What follows belongs to an exercise in optimizing a design on an open flow for small area, a short achievable clock period and few clock cycles per item; a production flow would make more cautious choices. Function was checked by simulation only, so behaviour that the tests miss may differ from the original. Power is estimated from default activity; no workload was simulated.

==> flow/design.v, too long to show whole: its modules and the start of the top module <==
// module dadda_mul: 1985 lines
// module mul_ha: 4 lines
// module mul_fa: 4 lines
module dadda_mul
(
	input  logic        clk,
	input  logic        rst_n,
	input  logic        req_valid,
	input  logic [15:0] req_a,
	input  logic [15:0] req_b,
	output logic        rsp_valid,
	output logic [31:0] rsp_product
);
  // ...
==> flow/flow/run.sh <==
#!/bin/bash
set -euo pipefail
export BUFFER_PORTS_ARGS="-buffer_cell sky130_fd_sc_hd__buf_2"
bash standard.sh > standard_flow.log 2>&1
==> flow/standard.sh <==
#!/bin/bash
# synth_recipe.tcl (not shown) runs the flow's synth.tcl, then flattens the netlist and writes it again
# the make line also repeats each setting of config.mk as NAME=value (left out here)
make -C /OpenROAD-flow-scripts/flow DESIGN_CONFIG=/design/flow/config.mk WORK_HOME=/design/flow/orfs CLKGATE_MAP_FILE= SYNTH_SCRIPT=/design/flow/synth_recipe.tcl "${@:-finish}"
==> flow/config.mk <==
export PLATFORM = sky130hd
export DESIGN_NAME = dadda_mul
export DESIGN_NICKNAME = dadda_mul
export VERILOG_FILES = /design/flow/design.v
export SDC_FILE = /design/flow/constraint.sdc
export NUM_CORES = 4
export LEC_CHECK = 0
export CAP_MARGIN = 20
export CORE_MARGIN = 2
export CORE_UTILIZATION = 65
export CTS_BUF_LIST = sky130_fd_sc_hd__clkbuf_8
export PLACE_DENSITY = 0.75
export SETUP_SLACK_MARGIN = 0.8
export SLEW_MARGIN = 20
export SYNTH_HIERARCHICAL = 1
export SYNTH_MINIMUM_KEEP_SIZE = 0
==> flow/constraint.sdc <==
create_clock -name core_clock -period 3.0 [get_ports {clk}]
set_input_delay 0.6000 -clock core_clock [delete_from_list [all_inputs] [get_ports {clk}]]
set_output_delay 0.6000 -clock core_clock [all_outputs]
set_load 0.01 [all_outputs]
==> impl_results.md, run 1 <==
* Status: timing/DRC/antenna clean
* Top post-synthesis cells by count: 232 x nand2_1, 198 x fa_1, 188 x dfxtp_1
* Area of the multi-input gates at 0.00662 mm2
* Wirelength per Cell at 17.8 um
* Flop+latch power at 4.14 mW
* CP max stage cell: fa_1
* Total wire length at 21,000 um
* Synth Instances at 927
* Placed inst area at 0.0113 mm2
* Met1 usage at 34.8%
* Nonclk inv count at 43
* DRC viols at 0
* Most common cell after layout, fill and taps aside: nand2_1
* Ys async rst share at 1.57%
* Stages on the worst setup path at 7
* Worst Path Max Fanout at 16
* Setup CP Type: in2reg
* WP data required at 3.36 ns
* Final design utilization at 71.7%
* Wire length on met3 at 1670 um
* HPWL after DPL at 15,700 um
* Fin Clk Skew at 0.0151 ns
* YS warnings at 7
* Sequential cell area at 0.00384 mm2
* Post-synthesis simple-gate area fraction at 11.9%
* Final min period at 2.20 ns
* DIE HEIGHT at 133 um
* Setup crit start: req_a[8]
* Slew Viols, Final at 0
* CP bufs+invs at 2
* Synth Area in Adders at 42.1%
* Pwr Total at 10.0 mW
* RSZ-0062 raised after global routing: yes
* Net switching fraction of the power at 36.7%
* Clk. pwr at 1.60 mW
* Dpl cells at 1,149
* Clock Path Buffers at 2
* Slew headroom at 65.4%
* CTS root buf: clkbuf_8
* CTS resizes at 8
* Beginning of the worst hold path: req_valid
* FF-to-FF Start: c446_q1$_DFF_P_
* Num CTS Buffers at 17
* Met1 Wirelength at 8710 um
Testbench counts, summed over its fixed seeds: cycles 4,120, items 4,096.
==> run 2, diff against run 1 <==
--- a/flow/design.v
+++ b/flow/design.v
@@ -912,16 +912,22 @@
 	wire sum885;
 	wire sum886;
 	wire sum887;
 	wire sum888;
 	wire sum889;
 	wire sum890;
 	wire sum891;
 	wire sum892;
+	logic pp1_q1;
+	logic pp2_q1;
+	logic pp17_q1;
+	logic pp33_q1;
+	logic pp256_q1;
+	logic pp256_q2;
 	logic c410_q1;
 	logic s413_q1;
 	logic s415_q1;
 	logic c416_q1;
 	logic s419_q1;
 	logic s421_q1;
 	logic c422_q1;
 	logic s425_q1;
@@ -993,31 +999,40 @@
 	logic c582_q1;
 	logic s583_q1;
 	logic c584_q1;
 	logic s613_q1;
 	logic c614_q1;
 	logic s615_q1;
 	logic c616_q1;
 	logic s617_q1;
+	logic s621_q1;
+	logic c622_q1;
+	logic s623_q1;
 	logic c624_q1;
 	logic s625_q1;
+	logic c626_q1;
+	logic s627_q1;
 	logic c628_q1;
 	logic s629_q1;
 	logic c630_q1;
 	logic s631_q1;
 	logic c632_q1;
+	logic c672_q1;
 	logic s673_q1;
+	logic s673_q2;
 	logic c674_q1;
+	logic c674_q2;
 	logic s675_q1;
+	logic s675_q2;
+	logic c676_q1;
+	logic c676_q2;
 	logic p678_q1;
 	logic p678_q2;
-	logic p678_q3;
-	logic g687_q1;
-	logic p688_q1;
+	logic p694_q1;
 	logic p700_q1;
 	logic g701_q1;
 	logic p702_q1;
 	logic g703_q1;
 	logic p704_q1;
 	logic g705_q1;
 	logic p706_q1;
 	logic g707_q1;
@@ -1041,50 +1056,36 @@
 	logic g725_q1;
 	logic p726_q1;
 	logic g727_q1;
 	logic p728_q1;
 	logic g729_q1;
 	logic p730_q1;
 	logic g731_q1;
 	logic p732_q1;
-	logic g733_q1;
-	logic p734_q1;
-	logic g735_q1;
-	logic p736_q1;
-	logic g737_q1;
-	logic g737_q2;
-	logic p738_q1;
-	logic p738_q2;
-	logic gg741_q1;
-	logic gg742_q1;
-	logic pg743_q1;
 	logic gg778_q1;
 	logic pg779_q1;
 	logic gg801_q1;
 	logic gg826_q1;
+	logic gg860_q1;
 	logic sum862_q1;
 	logic sum862_q2;
-	logic sum862_q3;
 	logic sum863_q1;
 	logic sum863_q2;
-	logic sum863_q3;
 	logic sum864_q1;
 	logic sum864_q2;
-	logic sum864_q3;
 	logic sum865_q1;
 	logic sum865_q2;
 	logic sum866_q1;
 	logic sum866_q2;
 	logic sum867_q1;
 	logic sum867_q2;
 	logic sum868_q1;
 	logic sum868_q2;
 	logic sum869_q1;
-	logic sum869_q2;
 	logic sum870_q1;
 	logic sum870_q2;
 	logic sum871_q1;
 	logic sum871_q2;
 	logic sum872_q1;
 	logic sum873_q1;
 	logic sum874_q1;
 	logic sum875_q1;
@@ -1099,17 +1100,16 @@
 	logic sum884_q1;
 	logic sum885_q1;
 	logic sum886_q1;
 	logic sum887_q1;
 	logic sum888_q1;
 	logic sum889_q1;
 	logic sum890_q1;
 	logic sum891_q1;
-	logic sum892_q1;
 	assign pp1 = ~(req_a[0] & req_b[0]);
 	assign pp2 = ~(req_a[1] & req_b[0]);
 	assign pp3 = ~(req_a[2] & req_b[0]);
 	assign pp4 = ~(req_a[3] & req_b[0]);
 	assign pp5 = ~(req_a[4] & req_b[0]);
 	assign pp6 = ~(req_a[5] & req_b[0]);
 	assign pp7 = ~(req_a[6] & req_b[0]);
 	assign pp8 = ~(req_a[7] & req_b[0]);
@@ -1581,28 +1581,28 @@
 	mul_fa u_s661 (.a(s549_q1), .b(s607), .c(c606), .s(s661), .co(c662));
 	mul_fa u_s663 (.a(c550_q1), .b(s609), .c(c608), .s(s663), .co(c664));
 	mul_fa u_s665 (.a(c554_q1), .b(s611), .c(c610), .s(s665), .co(c666));
 	mul_fa u_s667 (.a(c558_q1), .b(s613_q1), .c(c612), .s(s667), .co(c668));
 	mul_fa u_s669 (.a(c562_q1), .b(s615_q1), .c(c614_q1), .s(s669), .co(c670));
 	mul_fa u_s671 (.a(c566_q1), .b(s617_q1), .c(c616_q1), .s(s671), .co(c672));
 	mul_fa u_s673 (.a(c568), .b(s619), .c(c618), .s(s673), .co(c674));
 	mul_fa u_s675 (.a(pp240), .b(pp255), .c(c620), .s(s675), .co(c676));
-	assign g677 = pp1 | 1'b1;
-	assign p678 = pp1 ^ 1'b1;
-	assign g679 = pp2 & pp17;
-	assign p680 = pp2 ^ pp17;
-	assign g681 = pp33 & s621;
-	assign p682 = pp33 ^ s621;
-	assign g683 = s623 & c622;
-	assign p684 = s623 ^ c622;
+	assign g677 = pp1_q1 | 1'b1;
+	assign p678 = pp1_q1 ^ 1'b1;
+	assign g679 = pp2_q1 & pp17_q1;
+	assign p680 = pp2_q1 ^ pp17_q1;
+	assign g681 = pp33_q1 & s621_q1;
+	assign p682 = pp33_q1 ^ s621_q1;
+	assign g683 = s623_q1 & c622_q1;
+	assign p684 = s623_q1 ^ c622_q1;
 	assign g685 = s625_q1 & c624_q1;
 	assign p686 = s625_q1 ^ c624_q1;
-	assign g687 = s627 & c626;
-	assign p688 = s627 ^ c626;
+	assign g687 = s627_q1 & c626_q1;
+	assign p688 = s627_q1 ^ c626_q1;
 	assign g689 = s629_q1 & c628_q1;
 	assign p690 = s629_q1 ^ c628_q1;
 	assign g691 = s631_q1 & c630_q1;
 	assign p692 = s631_q1 ^ c630_q1;
 	assign g693 = s633 & c632_q1;
 	assign p694 = s633 ^ c632_q1;
 	assign g695 = s635 & c634;
 	assign p696 = s635 ^ c634;
@@ -1637,29 +1637,29 @@
 	assign g725 = s665 & c664;
 	assign p726 = s665 ^ c664;
 	assign g727 = s667 & c666;
 	assign p728 = s667 ^ c666;
 	assign g729 = s669 & c668;
 	assign p730 = s669 ^ c668;
 	assign g731 = s671 & c670;
 	assign p732 = s671 ^ c670;
-	assign g733 = s673_q1 & c672;
-	assign p734 = s673_q1 ^ c672;
-	assign g735 = s675_q1 & c674_q1;
-	assign p736 = s675_q1 ^ c674_q1;
-	assign g737 = pp256 & c676;
-	assign p738 = pp256 ^ c676;
+	assign g733 = s673_q2 & c672_q1;
+	assign p734 = s673_q2 ^ c672_q1;
+	assign g735 = s675_q2 & c674_q2;
+	assign p736 = s675_q2 ^ c674_q2;
+	assign g737 = pp256_q2 & c676_q2;
+	assign p738 = pp256_q2 ^ c676_q2;
 	assign g739 = 1'b1 & 1'b1;
 	assign p740 = 1'b1 ^ 1'b1;
 	assign gg741 = g679 | (p680 & g677);
 	assign gg742 = g683 | (p684 & g681);
 	assign pg743 = p684 & p682;
-	assign gg744 = g687_q1 | (p688_q1 & g685);
-	assign pg745 = p688_q1 & p686;
+	assign gg744 = g687 | (p688 & g685);
+	assign pg745 = p688 & p686;
 	assign gg746 = g691 | (p692 & g689);
 	assign pg747 = p692 & p690;
 	assign gg748 = g695 | (p696 & g693);
 	assign pg749 = p696 & p694;
 	assign gg750 = g699 | (p700 & g697);
 	assign pg751 = p700 & p698;
 	assign gg752 = g703_q1 | (p704_q1 & g701_q1);
 	assign pg753 = p704_q1 & p702_q1;
@@ -1672,20 +1672,20 @@
 	assign gg760 = g719_q1 | (p720_q1 & g717_q1);
 	assign pg761 = p720_q1 & p718_q1;
 	assign gg762 = g723_q1 | (p724_q1 & g721_q1);
 	assign pg763 = p724_q1 & p722_q1;
 	assign gg764 = g727_q1 | (p728_q1 & g725_q1);
 	assign pg765 = p728_q1 & p726_q1;
 	assign gg766 = g731_q1 | (p732_q1 & g729_q1);
 	assign pg767 = p732_q1 & p730_q1;
-	assign gg768 = g735_q1 | (p736_q1 & g733_q1);
-	assign pg769 = p736_q1 & p734_q1;
+	assign gg768 = g735 | (p736 & g733);
+	assign pg769 = p736 & p734;
 	assign gg770 = g681 | (p682 & gg741);
-	assign gg771 = gg742_q1 | (pg743_q1 & gg741_q1);
+	assign gg771 = gg742 | (pg743 & gg741);
 	assign gg772 = g689 | (p690 & gg744);
 	assign pg773 = p690 & pg745;
 	assign gg774 = gg746 | (pg747 & gg744);
 	assign pg775 = pg747 & pg745;
 	assign gg776 = g697 | (p698 & gg748);
 	assign pg777 = p698 & pg749;
 	assign gg778 = gg750 | (pg751 & gg748);
 	assign pg779 = pg751 & pg749;
@@ -1700,18 +1700,18 @@
 	assign gg788 = g721_q1 | (p722_q1 & gg760);
 	assign pg789 = p722_q1 & pg761;
 	assign gg790 = gg762 | (pg763 & gg760);
 	assign pg791 = pg763 & pg761;
 	assign gg792 = g729_q1 | (p730_q1 & gg764);
 	assign pg793 = p730_q1 & pg765;
 	assign gg794 = gg766 | (pg767 & gg764);
 	assign pg795 = pg767 & pg765;
-	assign gg796 = g737_q2 | (p738_q2 & gg768);
-	assign pg797 = p738_q2 & pg769;
+	assign gg796 = g737 | (p738 & gg768);
+	assign pg797 = p738 & pg769;
 	assign gg798 = g685 | (p686 & gg771);
 	assign gg799 = gg744 | (pg745 & gg771);
 	assign gg800 = gg772 | (pg773 & gg771);
 	assign gg801 = gg774 | (pg775 & gg771);
 	assign gg802 = g701_q1 | (p702_q1 & gg778_q1);
 	assign pg803 = p702_q1 & pg779_q1;
 	assign gg804 = gg752 | (pg753 & gg778_q1);
 	assign pg805 = pg753 & pg779_q1;
@@ -1722,18 +1722,18 @@
 	assign gg810 = g717_q1 | (p718_q1 & gg786);
 	assign pg811 = p718_q1 & pg787;
 	assign gg812 = gg760 | (pg761 & gg786);
 	assign pg813 = pg761 & pg787;
 	assign gg814 = gg788 | (pg789 & gg786);
 	assign pg815 = pg789 & pg787;
 	assign gg816 = gg790 | (pg791 & gg786);
 	assign pg817 = pg791 & pg787;
-	assign gg818 = g733_q1 | (p734_q1 & gg794);
-	assign pg819 = p734_q1 & pg795;
+	assign gg818 = g733 | (p734 & gg794);
+	assign pg819 = p734 & pg795;
 	assign gg820 = gg768 | (pg769 & gg794);
 	assign pg821 = pg769 & pg795;
 	assign gg822 = gg796 | (pg797 & gg794);
 	assign pg823 = pg797 & pg795;
 	assign gg824 = g693 | (p694 & gg801);
 	assign gg825 = gg748 | (pg749 & gg801);
 	assign gg826 = gg776 | (pg777 & gg801);
 	assign gg827 = gg778_q1 | (pg779_q1 & gg801_q1);
@@ -1765,25 +1765,25 @@
 	assign gg853 = gg816 | (pg817 & gg831);
 	assign gg854 = gg832 | (pg833 & gg831);
 	assign gg855 = gg834 | (pg835 & gg831);
 	assign gg856 = gg836 | (pg837 & gg831);
 	assign gg857 = gg838 | (pg839 & gg831);
 	assign gg858 = gg840 | (pg841 & gg831);
 	assign gg859 = gg842 | (pg843 & gg831);
 	assign gg860 = gg844 | (pg845 & gg831);
-	assign sum861 = p678_q3;
+	assign sum861 = p678_q2;
 	assign sum862 = ~(p680 ^ g677);
 	assign sum863 = ~(p682 ^ gg741);
 	assign sum864 = ~(p684 ^ gg770);
 	assign sum865 = ~(p686 ^ gg771);
-	assign sum866 = ~(p688_q1 ^ gg798);
+	assign sum866 = ~(p688 ^ gg798);
 	assign sum867 = ~(p690 ^ gg799);
 	assign sum868 = ~(p692 ^ gg800);
-	assign sum869 = ~(p694 ^ gg801);
+	assign sum869 = ~(p694_q1 ^ gg801_q1);
 	assign sum870 = ~(p696 ^ gg824);
 	assign sum871 = ~(p698 ^ gg825);
 	assign sum872 = ~(p700_q1 ^ gg826_q1);
 	assign sum873 = ~(p702_q1 ^ gg827);
 	assign sum874 = ~(p704_q1 ^ gg828);
 	assign sum875 = ~(p706_q1 ^ gg829);
 	assign sum876 = ~(p708_q1 ^ gg830);
 	assign sum877 = ~(p710_q1 ^ gg831);
@@ -1793,21 +1793,27 @@
 	assign sum881 = ~(p718_q1 ^ gg849);
 	assign sum882 = ~(p720_q1 ^ gg850);
 	assign sum883 = ~(p722_q1 ^ gg851);
 	assign sum884 = ~(p724_q1 ^ gg852);
 	assign sum885 = ~(p726_q1 ^ gg853);
 	assign sum886 = ~(p728_q1 ^ gg854);
 	assign sum887 = ~(p730_q1 ^ gg855);
 	assign sum888 = ~(p732_q1 ^ gg856);
-	assign sum889 = ~(p734_q1 ^ gg857);
-	assign sum890 = ~(p736_q1 ^ gg858);
-	assign sum891 = ~(p738_q2 ^ gg859);
-	assign sum892 = ~(p740 ^ gg860);
+	assign sum889 = ~(p734 ^ gg857);
+	assign sum890 = ~(p736 ^ gg858);
+	assign sum891 = ~(p738 ^ gg859);
+	assign sum892 = ~(p740 ^ gg860_q1);
 	always_ff @(posedge clk) begin
+		pp1_q1 <= pp1;
+		pp2_q1 <= pp2;
+		pp17_q1 <= pp17;
+		pp33_q1 <= pp33;
+		pp256_q1 <= pp256;
+		pp256_q2 <= pp256_q1;
 		c410_q1 <= c410;
 		s413_q1 <= s413;
 		s415_q1 <= s415;
 		c416_q1 <= c416;
 		s419_q1 <= s419;
 		s421_q1 <= s421;
 		c422_q1 <= c422;
 		s425_q1 <= s425;
@@ -1879,31 +1885,40 @@
 		c582_q1 <= c582;
 		s583_q1 <= s583;
 		c584_q1 <= c584;
 		s613_q1 <= s613;
 		c614_q1 <= c614;
 		s615_q1 <= s615;
 		c616_q1 <= c616;
 		s617_q1 <= s617;
+		s621_q1 <= s621;
+		c622_q1 <= c622;
+		s623_q1 <= s623;
 		c624_q1 <= c624;
 		s625_q1 <= s625;
+		c626_q1 <= c626;
+		s627_q1 <= s627;
 		c628_q1 <= c628;
 		s629_q1 <= s629;
 		c630_q1 <= c630;
 		s631_q1 <= s631;
 		c632_q1 <= c632;
+		c672_q1 <= c672;
 		s673_q1 <= s673;
+		s673_q2 <= s673_q1;
 		c674_q1 <= c674;
+		c674_q2 <= c674_q1;
 		s675_q1 <= s675;
+		s675_q2 <= s675_q1;
+		c676_q1 <= c676;
+		c676_q2 <= c676_q1;
 		p678_q1 <= p678;
 		p678_q2 <= p678_q1;
-		p678_q3 <= p678_q2;
-		g687_q1 <= g687;
-		p688_q1 <= p688;
+		p694_q1 <= p694;
 		p700_q1 <= p700;
 		g701_q1 <= g701;
 		p702_q1 <= p702;
 		g703_q1 <= g703;
 		p704_q1 <= p704;
 		g705_q1 <= g705;
 		p706_q1 <= p706;
 		g707_q1 <= g707;
@@ -1927,50 +1942,36 @@
 		g725_q1 <= g725;
 		p726_q1 <= p726;
 		g727_q1 <= g727;
 		p728_q1 <= p728;
 		g729_q1 <= g729;
 		p730_q1 <= p730;
 		g731_q1 <= g731;
 		p732_q1 <= p732;
-		g733_q1 <= g733;
-		p734_q1 <= p734;
-		g735_q1 <= g735;
-		p736_q1 <= p736;
-		g737_q1 <= g737;
-		g737_q2 <= g737_q1;
-		p738_q1 <= p738;
-		p738_q2 <= p738_q1;
-		gg741_q1 <= gg741;
-		gg742_q1 <= gg742;
-		pg743_q1 <= pg743;
 		gg778_q1 <= gg778;
 		pg779_q1 <= pg779;
 		gg801_q1 <= gg801;
 		gg826_q1 <= gg826;
+		gg860_q1 <= gg860;
 		sum862_q1 <= sum862;
 		sum862_q2 <= sum862_q1;
-		sum862_q3 <= sum862_q2;
 		sum863_q1 <= sum863;
 		sum863_q2 <= sum863_q1;
-		sum863_q3 <= sum863_q2;
 		sum864_q1 <= sum864;
 		sum864_q2 <= sum864_q1;
-		sum864_q3 <= sum864_q2;
 		sum865_q1 <= sum865;
 		sum865_q2 <= sum865_q1;
 		sum866_q1 <= sum866;
 		sum866_q2 <= sum866_q1;
 		sum867_q1 <= sum867;
 		sum867_q2 <= sum867_q1;
 		sum868_q1 <= sum868;
 		sum868_q2 <= sum868_q1;
 		sum869_q1 <= sum869;
-		sum869_q2 <= sum869_q1;
 		sum870_q1 <= sum870;
 		sum870_q2 <= sum870_q1;
 		sum871_q1 <= sum871;
 		sum871_q2 <= sum871_q1;
 		sum872_q1 <= sum872;
 		sum873_q1 <= sum873;
 		sum874_q1 <= sum874;
 		sum875_q1 <= sum875;
@@ -1985,25 +1986,24 @@
 		sum884_q1 <= sum884;
 		sum885_q1 <= sum885;
 		sum886_q1 <= sum886;
 		sum887_q1 <= sum887;
 		sum888_q1 <= sum888;
 		sum889_q1 <= sum889;
 		sum890_q1 <= sum890;
 		sum891_q1 <= sum891;
-		sum892_q1 <= sum892;
 	end
 	logic [2:0] vld;
 	always_ff @(posedge clk or negedge rst_n) begin
 		if (!rst_n) vld <= '0;
 		else vld <= {vld[1:0], req_valid};
 	end
 	assign rsp_valid = vld[2];
-	assign rsp_product = {sum892_q1, sum891_q1, sum890_q1, sum889_q1, sum888_q1, sum887_q1, sum886_q1, sum885_q1, sum884_q1, sum883_q1, sum882_q1, sum881_q1, sum880_q1, sum879_q1, sum878_q1, sum877_q1, sum876_q1, sum875_q1, sum874_q1, sum873_q1, sum872_q1, sum871_q2, sum870_q2, sum869_q2, sum868_q2, sum867_q2, sum866_q2, sum865_q2, sum864_q3, sum863_q3, sum862_q3, sum861};
+	assign rsp_product = {sum892, sum891_q1, sum890_q1, sum889_q1, sum888_q1, sum887_q1, sum886_q1, sum885_q1, sum884_q1, sum883_q1, sum882_q1, sum881_q1, sum880_q1, sum879_q1, sum878_q1, sum877_q1, sum876_q1, sum875_q1, sum874_q1, sum873_q1, sum872_q1, sum871_q2, sum870_q2, sum869_q1, sum868_q2, sum867_q2, sum866_q2, sum865_q2, sum864_q2, sum863_q2, sum862_q2, sum861};
 endmodule
 module mul_ha (input wire a, input wire b, output wire s, output wire co);
 	assign s = a ^ b;
 	assign co = a & b;
 endmodule
 module mul_fa (input wire a, input wire b, input wire c, output wire s, output wire co);
 	assign s = a ^ b ^ c;
 	assign co = (a & b) | (a & c) | (b & c);
==> flow/config.mk (replaced) <==
export PLATFORM = sky130hd
export DESIGN_NAME = dadda_mul
export DESIGN_NICKNAME = dadda_mul
export VERILOG_FILES = /design/flow/design.v
export SDC_FILE = /design/flow/constraint.sdc
export NUM_CORES = 4
export LEC_CHECK = 0
export CAP_MARGIN = 20
export CORE_MARGIN = 2
export CORE_UTILIZATION = 60
export CTS_BUF_LIST = sky130_fd_sc_hd__clkbuf_8
export PLACE_DENSITY = 0.75
export SETUP_SLACK_MARGIN = 0.8
export SLEW_MARGIN = 20
export SYNTH_HIERARCHICAL = 1
export SYNTH_MINIMUM_KEEP_SIZE = 0
==> run 2 against run 1 <==
Effect of this change: die area rose by 6.8%; global-route usage decreased by 1.3 points; count of clock-buffer cells in the layout down 2; sequential power is 1% lower; synthesized cell count decreased by 2.0%; total power is 3.6% lower; area after synthesis decreased by 1.3%; wire length down 0.36%; core utilization is 4.5 points lower; worst hold slack worse by 0.0078 ns; critical endpoint is now s629_q1$_DFF_P_; largest power group is now registers; highest routed layer unchanged.
==> impl_results.md, run 2 <==
* DIE HEIGHT at 137 um (was 133 um)
* Reg clk slew, reported paths at 0.10 ns (was 0.09 ns)
* Syn nets at 1,186 (was 1,206)
* Worst Path Max Fanout at 16 (unchanged)
* First-pass GRT wire length at 34,400 um (was 34,800 um)
* Placer's final routability congestion estimate at 0.868 (was 0.866)
* Total Neg Setup Slack at 0 ns (unchanged)
* Yosys top cell area share at 37.0% (was 36.7%)
* Clock sink count at 191 (unchanged)
* Final #Nets at 1,202 (was 1,228)
* # diodes at 0 (unchanged)
* Setup CP Type: in2reg (unchanged)
* Ys async rst share at 1.57% (unchanged)
* Antenna violations before repair at 0 (unchanged)
* Vias at 6,270 (was 6,440)
* Wirelength per Cell at 18.0 um (was 17.8 um)
* Largest net degree at the start of global routing at 19 (was 17)
* Clock latency on the worst-skew pair at 0.49 ns (was 0.48 ns)
* Die W at 137 um (was 133 um)
* Drt via density at 5.40 (was 5.45)
* Fin Clk Skew at 0.0221 ns (was 0.0151 ns)
* H-tree levels at 4 (unchanged)
* Final min period at 2.21 ns (was 2.20 ns)
* Post-route setup slack at 0.795 ns (was 0.803 ns)
* Layout cells sized above 1 at 21.3% (was 19.3%)
* Post-Syn Area at 0.0107 mm2 (was 0.0108 mm2)
* Top post-synthesis cells by count: 232 x nand2_1, 197 x fa_1, 188 x dfxtp_1 (was 232 x nand2_1, 198 x fa_1, 188 x dfxtp_1)
* Largest register by flop count: vld (unchanged)
* Critical Path Sink Type: register (unchanged)
* I/O pin count at 68 (unchanged)
* Synth area leader: fa_1 (unchanged)
* CP Launch Type: primary input (unchanged)
* Worst path top cell family by delay: adder cells (unchanged)
* Number of flip-flops in the largest register at 3 (unchanged)
* Max IR drop VDD at 517 uV (was 724 uV)
* Worst path cell trace: buf_2 -> nand2_1 -> fa_2 -> fa_1 -> fa_2 (was buf_6 -> and2_4 -> ha_1 -> inv_2 -> fa_1 -> fa_2 -> fa_1)
* Site row count at 48 (was 47)
* Most frequent cell on the critical path: fa_2 (was fa_1)
* Register area share after synthesis at 36.0% (was 35.6%)
* Most common cell after layout, fill and taps aside: nand2_1 (unchanged)
* Total wire length at 20,900 um (was 21,000 um)
* Hold Slack at 0.226 ns (was 0.233 ns)
* RSZ-0062 raised after global routing: yes (unchanged)
* Final hold vios at 0 (unchanged)
* Total die area at 0.0188 mm2 (was 0.0177 mm2)
* CTS tree: yes (unchanged)
* Netlist cell types at 39 (was 52)
* CP max stage cell: fa_2 (was fa_1)
* Max incr delay on CP at 0.59 ns (was 0.48 ns)
* Slew Viols, Final at 0 (unchanged)
* Status: timing/DRC/antenna clean (unchanged)
* Final ANT Viol Nets at 0 (unchanged)
* CP bufs+invs at 1 (was 2)
* Clock Path Buffers at 2 (unchanged)
* Count leader, synth: nand2_1 (unchanged)
* Max-cap violations at 0 (unchanged)
* Yosys reg bits at 191 (unchanged)
* Vias in the first global route at 6,770 (was 6,882)
* HPWL after DPL at 15,600 um (was 15,700 um)
* Tcrit/Tclk final at 73.5% (was 73.2%)
* Fmax at 453 MHz (was 455 MHz)
* Crit path DAT at 2.64 ns (was 2.56 ns)
* Layout area overhead at 9.38% (was 8.97%)
* Dpl cells at 1,129 (was 1,149)
* First DRT Iteration DRCs at 534 (was 365)
* Grt ovf at 0 (unchanged)
* R2R Setup Slk at 0.86 ns (was 0.82 ns)
* Synth Instances at 908 (was 927)
* Ranking of synthesized cells by area: fa_1 37%, dfxtp_1 35%, nand2_1 8.2% (was fa_1 37%, dfxtp_1 35%, nand2_1 8.1%)
* Port Buffer Count at 67 (unchanged)
* Most frequent cells in the layout: 206 x nand2_1, 186 x dfxtp_1, 142 x fa_1 (was 218 x nand2_1, 188 x dfxtp_1, 150 x fa_1)
* Num CTS Buffers at 17 (unchanged)
* Initial DRT Pass Iterations at 5 (unchanged)
* Hold Path Class: in2reg (unchanged)
* Final-report setup violation count at 0 (unchanged)
* Number of synthesized flops with an enable pin at 0 (unchanged)
* Syn avg cell area at 11.7 um2 (was 11.6 um2)
* Ys flop type: dfxtp_1 (unchanged)
* DRC viols at 0 (unchanged)
* WP data required at 3.43 ns (was 3.36 ns)
* Pre-CTS WS at 0.200 ns (was 0.239 ns)
* Initial core utilization at 61.4% (was 65.8%)
* YS warnings at 7 (unchanged)
* Gr usage total at 24.8% (was 26.1%)
* Final cell count without fillers at 1,161 (was 1,181)
* P per Cell Area at 830 mW/mm2 (was 854 mW/mm2)
* Slew headroom at 75.6% (was 65.4%)
* Leak pwr at 4.60 nW (was 4.68 nW)
* Core Box Area at 0.0174 mm2 (was 0.0164 mm2)
* Slew @ Worst Pin at 0.365 ns (was 0.519 ns)
* CTS root buf: clkbuf_8 (unchanged)
==> run 2: changes by cell type after synthesis, sizes merged, moves of 3 or more <==
cell and delta:
a21oi -3, and2 -5, nor3 -3, nor2 -3
==> run 2: final timing paths <==
check / to / depth (start not counted) / from
min in group asynchronous: vld[1]$_DFF_PN0_ / 2 / rst_n
min: vld[0]$_DFF_PN0_ / 1 / req_valid
max: s629_q1$_DFF_P_ / 5 / req_b[4]
max reg2reg: p718_q1$_DFF_P_ / 4 / c446_q1$_DFF_P_
max in group asynchronous: vld[0]$_DFF_PN0_ / 2 / rst_n
min reg2reg: sum870_q2$_DFF_P_ / 0 / sum870_q1$_DFF_P_
==> run 2: metrics by stage <==
step	power, mW	instance area (um2)	utilization, %
6_report	9.68	11700	67.2
5_1_grt	10.6	11700	67.2
4_1_cts	9.81	11600	66.6
3_5_place_dp	8.20	11200	64.3
3_3_place_gp	7.96	11200	64.3
2_1_floorplan	7.24	11400	-
==> run 2: cells by family (layout without fill, tap and decap cells) <==
logic type      count (synthesis)  in the layout  synth area share, %
flops                         191            191                 36.0
buf+inv                       115            143                 5.18
xor+xnor                       23             23                 1.89
simple gates                  296            296                 11.8
compound gates                 40             40                 2.76
fa+ha+maj                     243            243                 42.4
==> run 2: final cells by class <==
cell class	instances	area (um2)
Multi-Input combinational cell	602	6550
Fill cell	1281	5700
Sequential cell	191	3840
Timing Repair Buffer	71	464
Tap cell	225	282
Clock buffer	17	234
Inverter	41	154
Clock inverter	14	133
==> run 2: worst reg2reg max path, cell delays in order (launching register included) <==
cell and delay [ns]:
dfxtp_2 0.33, fa_1 0.49, fa_1 0.53, fa_1 0.41, ha_1 0.27
==> run 2: layer usage <==
metal / routed length, um / up-vias / GRT usage [%]
met5: 0 / - / 0
met4: 373 / 0 / 8.13
met3: 1660 / 38 / 7.40
met2: 10200 / 252 / 39.4
met1: 8690 / 3198 / 32.9
li1: - / 2782 / -
==> run 2: where the power goes <==
group	switching (mW)	leakage (nW)	internal (mW)	total [mW]
sequential	0.487	1.61	3.60	4.08
clock	0.988	0.172	0.601	1.59
combinational	2.07	2.82	1.94	4.01
total	3.55	4.60	6.13	9.68
==> run 2: timing repair <==
item	CTS	global route
setup endpoints to repair	7	24
hold endpoints to repair	3	0
gates resized for setup	11	32
hold buffers	1	0
pin swaps	0	8
setup buffers	0	0
gates cloned	0	0
==> run 2: per-module statistics from Yosys (local to each module, per instance) <==
module     area, um2  flip-flops and latches  times used  cells
dadda_mul       6750                     191           1    713
mul_fa          20.0                       0         195      1
Testbench counts of run 2, summed over its fixed seeds: cycles 4,120, items 4,096.

## port drivers added, routing unchanged
Ports are ideal in the flow. The routed layouts listed here were re-timed in OpenROAD. Step 1, drivers: a clkbuf_16 drives clk and a buf_2 each remaining input, both assumed. Step 2 times the ports against the registers' clock, not the clock port: input delays grow and output delays shrink by t, the midpoint of the rising clock arrivals with the driver on. a / b / c = ideal / step 1 / step 2; a / b = the first two.
run | t (ns) | slack for setup (ns) | hold slack, ns | latest minus earliest clock arrival (ns)
run 1 | 0.514 | 0.803 / 0.796 / 0.282 | 0.233 / 0.214 / 0.331 | 0.018 / 0.018
run 2 | 0.514 | 0.795 / 0.810 / 0.296 | 0.226 / 0.210 / 0.325 | 0.024 / 0.024
After both steps setup and hold are still met in every run listed. The setup slack of run 1, which loses most, moves by -0.007 ns with the drivers and by -0.521 ns with both steps.
